Background: an optimization exercise with open tools, aiming at small area, a short achievable clock period and few clock cycles. Do not read the settings as production practice. The RTL was checked by simulation tests, not by an equivalence proof against the original design. Power figures rest on the tool's default switching activity, not on a simulated workload.

Setup of alpha:
// packed_12bit_sample_file_decoder
module packed_12bit_sample_file_decoder
(
  input  logic               clk_i,
  input  logic               rst_ni,
  input  logic               byte_valid_i,
  output logic               byte_ready_o,
  input  logic [7:0]         byte_data_i,
  input  logic               byte_last_i,
  output logic               res_valid_o,
  input  logic               res_ready_i,
  output logic [1:0]         res_kind_o,
  output logic signed [15:0] res_sample_o,
  output logic [15:0]        res_rate_hz_o,
  output logic [1:0]         res_rate_source_o,
  output logic               res_looped_o,
  output logic [16:0]        res_attack_len_o,
  output logic [16:0]        res_repeat_len_o,
  output logic [1:0]         res_error_code_o,
  output logic               res_end_of_run_o
);
  logic        a_v_q, bn_q;
  logic [7:0]  a_d_q, b_d_q;
  logic        a_l_q, b_l_q;
  logic        take, a_free, proc;
  logic        mod, nw;
  logic        hv, htail, hh, hhan, hhrn, hhm;
  logic        proc_pop, proc_nopop;
  pk12_pkg::ent_t ent;
  ...
Size in the first run: ~570 cells after synthesis, ~100 flip-flops, ~0.0056 sq mm of cells after synthesis.
clock: 8.5 ns
lec_check: 0
cap_margin: 20
core_margin: 2
core_utilization: 40
gpl_timing_driven: 0
slew_margin: 20
standard.sh (not shown) runs the stock make flow with config.mk's settings and CLKGATE_MAP_FILE= SYNTH_SCRIPT=/design/flow/synth_recipe.tcl, a recipe that flattens the netlist after the stock synthesis.
==> flow/flow/run.sh <==
#!/bin/bash
# The standard layout (standard.sh) with these make settings: SETUP_SLACK_MARGIN=5.5 "BUFFER_PORTS_ARGS=-buffer_cell sky130_fd_sc_hd__buf_1" "CTS_ARGS=-sink_clustering_enable -repair_clock_nets -sink_clustering_size 50 -sink_clustering_max_diameter 300 -dont_use_dummy_load"
# The make output goes to make_finish.log; each ORFS step logs under orfs/logs/.
set -euo pipefail
bash standard.sh SETUP_SLACK_MARGIN=5.5 "BUFFER_PORTS_ARGS=-buffer_cell sky130_fd_sc_hd__buf_1" "CTS_ARGS=-sink_clustering_enable -repair_clock_nets -sink_clustering_size 50 -sink_clustering_max_diameter 300 -dont_use_dummy_load" finish > make_finish.log 2>&1
Testbench counts of alpha, summed over its fixed seeds: cycles 40,452.
[inputs] beta vs alpha
==> flow/flow/run.sh <==
#!/bin/bash
# The standard layout (standard.sh) with these make settings: SETUP_SLACK_MARGIN=5.5 "BUFFER_PORTS_ARGS=-buffer_cell sky130_fd_sc_hd__buf_1" "CTS_BUF_LIST=sky130_fd_sc_hd__clkbuf_8" CTS_CLUSTER_SIZE=30
# The make output goes to make_finish.log; each ORFS step logs under orfs/logs/.
set -euo pipefail
bash standard.sh SETUP_SLACK_MARGIN=5.5 "BUFFER_PORTS_ARGS=-buffer_cell sky130_fd_sc_hd__buf_1" "CTS_BUF_LIST=sky130_fd_sc_hd__clkbuf_8" CTS_CLUSTER_SIZE=30 finish > make_finish.log 2>&1
diff --git a/flow/config.mk b/flow/config.mk
--- a/flow/config.mk
+++ b/flow/config.mk
@@ -11 +10,0 @@
-export GPL_TIMING_DRIVEN = 0
[summary]
Clock network latency to the later pin of the worst-skew pair ends up lower on alpha. Compared with alpha, non-clock buffer count in beta decreased by more than a quarter. A critical path capture point of res_repeat_len_o[4] is what alpha shows, while res_attack_len_o[2] belongs to beta. [beta] area growth from synthesis to layout fell 8.1 points relative to alpha. beta closes out successfully: all stages finished, all timing, DRC and antenna checks passed. Between alpha and beta, worst setup slack increased. The origin of the worst setup path comes out u_out.hhan_q in one run and u_out.hhrn_q in the other, namely in beta and alpha respectively. beta vs alpha: via count of the first global-routing pass down in beta.
Inputs modified between beta and gamma:
==> flow/flow/run.sh <==
#!/bin/bash
# The standard layout (standard.sh) with these make settings: SETUP_SLACK_MARGIN=5.7 "BUFFER_PORTS_ARGS=-buffer_cell sky130_fd_sc_hd__buf_1"
# The make output goes to make_finish.log; each ORFS step logs under orfs/logs/.
set -euo pipefail
bash standard.sh SETUP_SLACK_MARGIN=5.7 "BUFFER_PORTS_ARGS=-buffer_cell sky130_fd_sc_hd__buf_1" finish > make_finish.log 2>&1
diff --git a/flow/config.mk b/flow/config.mk
--- a/flow/config.mk
+++ b/flow/config.mk
@@ -10 +10,2 @@
-export CORE_UTILIZATION = 40
+export CORE_UTILIZATION = 60
+export PLACE_DENSITY = 0.75
gamma: maximum number of pins on one net before global-route repair is 26 lower than what beta reported. Between gamma and beta, the clock buffer instance count of the final layout does not differ in any meaningful way. Final cell area: gamma above beta. gamma went all the way through the flow, and no timing, DRC or antenna check failed. When gamma is set beside beta, its effective utilization at floorplan turns out to be 21 points larger. Compared with beta, gamma shows worst voltage drop across the vdd grid lower by 30%. NOTE: area taken by multi-input logic gates in gamma exceeds that of beta. Fraction of area in non-clock buffers delta for gamma relative to beta: 1.4 points higher. Summary: with beta as the reference, overall power after layout in gamma moved up by a few percent. Net switching component of the power: gamma vs beta up about 5%. Relative to beta, worst setup slack after layout increased by 0.0060 ns in gamma. Relative to beta, met2 track demand over resource increased by 11 points in gamma.
Inputs modified between gamma and delta:
==> flow/flow/run.sh <==
#!/bin/bash
# The standard layout (standard.sh) with these make settings: SETUP_SLACK_MARGIN=5.6 "BUFFER_PORTS_ARGS=-buffer_cell sky130_fd_sc_hd__buf_1" "CTS_ARGS=-sink_clustering_enable -repair_clock_nets -sink_clustering_size 50 -sink_clustering_max_diameter 300 -dont_use_dummy_load"
# The make output goes to make_finish.log; each ORFS step logs under orfs/logs/.
set -euo pipefail
bash standard.sh SETUP_SLACK_MARGIN=5.6 "BUFFER_PORTS_ARGS=-buffer_cell sky130_fd_sc_hd__buf_1" "CTS_ARGS=-sink_clustering_enable -repair_clock_nets -sink_clustering_size 50 -sink_clustering_max_diameter 300 -dont_use_dummy_load" finish > make_finish.log 2>&1
diff --git a/flow/config.mk b/flow/config.mk
--- a/flow/config.mk
+++ b/flow/config.mk
@@ -10,2 +10 @@
-export CORE_UTILIZATION = 60
-export PLACE_DENSITY = 0.75
+export CORE_UTILIZATION = 40
[summary]
- delta has wire length above what gamma had.
- Taking gamma as the reference, in delta largest stage delay on the critical path decreased 0.06 ns, net load switching power decreased about 8%, worst slack on hold paths decreased 0.011 ns.
diff inputs: delta => epsilon
==> flow/flow/run.sh <==
#!/bin/bash
# The standard layout (standard.sh) with these make settings: SETUP_SLACK_MARGIN=5.7 "BUFFER_PORTS_ARGS=-buffer_cell sky130_fd_sc_hd__buf_1" "CTS_ARGS=-sink_clustering_enable -repair_clock_nets -sink_clustering_size 50 -sink_clustering_max_diameter 300 -dont_use_dummy_load"
# The make output goes to make_finish.log; each ORFS step logs under orfs/logs/.
set -euo pipefail
bash standard.sh SETUP_SLACK_MARGIN=5.7 "BUFFER_PORTS_ARGS=-buffer_cell sky130_fd_sc_hd__buf_1" "CTS_ARGS=-sink_clustering_enable -repair_clock_nets -sink_clustering_size 50 -sink_clustering_max_diameter 300 -dont_use_dummy_load" finish > make_finish.log 2>&1
diff --git a/flow/config.mk b/flow/config.mk
--- a/flow/config.mk
+++ b/flow/config.mk
@@ -11,0 +12 @@
+export TNS_END_PERCENT = 0
==> comparison <==
Looking at the reports, epsilon completed the entire flow and the layout it produced met the timing, DRC and antenna checks.
The wire length of epsilon was inferior to that of delta.
res_attack_len_o[1] as the timing endpoint of the critical path was reported by epsilon, and res_attack_len_o[0] by delta.
[compare] base=delta new=epsilon: post-DP HPWL shows an increase of 0.56%; via count shows an increase of 28.
Summary of epsilon over delta: mapped cell area comparable, share of the clock period used by the worst path now sits at about the same level.

## separate check: timing with driven ports
How much do the figures lean on ideal ports? The routed layouts below were timed once more, with nothing changed but the port constraints.
Step 1, drivers: a clkbuf_16 drives clk_i and a buf_2 each remaining input, both assumed.
Step 2 moves the port delays by t, midway between the first and last clock arrival at a register: inputs arrive t later, outputs are due t later. That takes back most of the time a late clock gives input paths.
a / b / c = ideal ports / drivers / drivers and shift; a / b = the first two.
run | shift t [ns] | setup slack, ns | pins driven straight from the clock port
alpha | 0.390 | 5.536 / 5.495 / 5.197 | 1
beta | 0.417 | 5.549 / 5.513 / 5.263 | 1
gamma | 0.399 | 5.555 / 5.524 / 5.313 | 1
delta | 0.386 | 5.625 / 5.584 / 5.324 | 1
epsilon | 0.389 | 5.615 / 5.576 / 5.296 | 1
After both steps setup and hold are still met in every run listed. For alpha, which loses most, drivers alone change the setup slack by -0.041 ns; drivers and shift together by -0.339 ns.
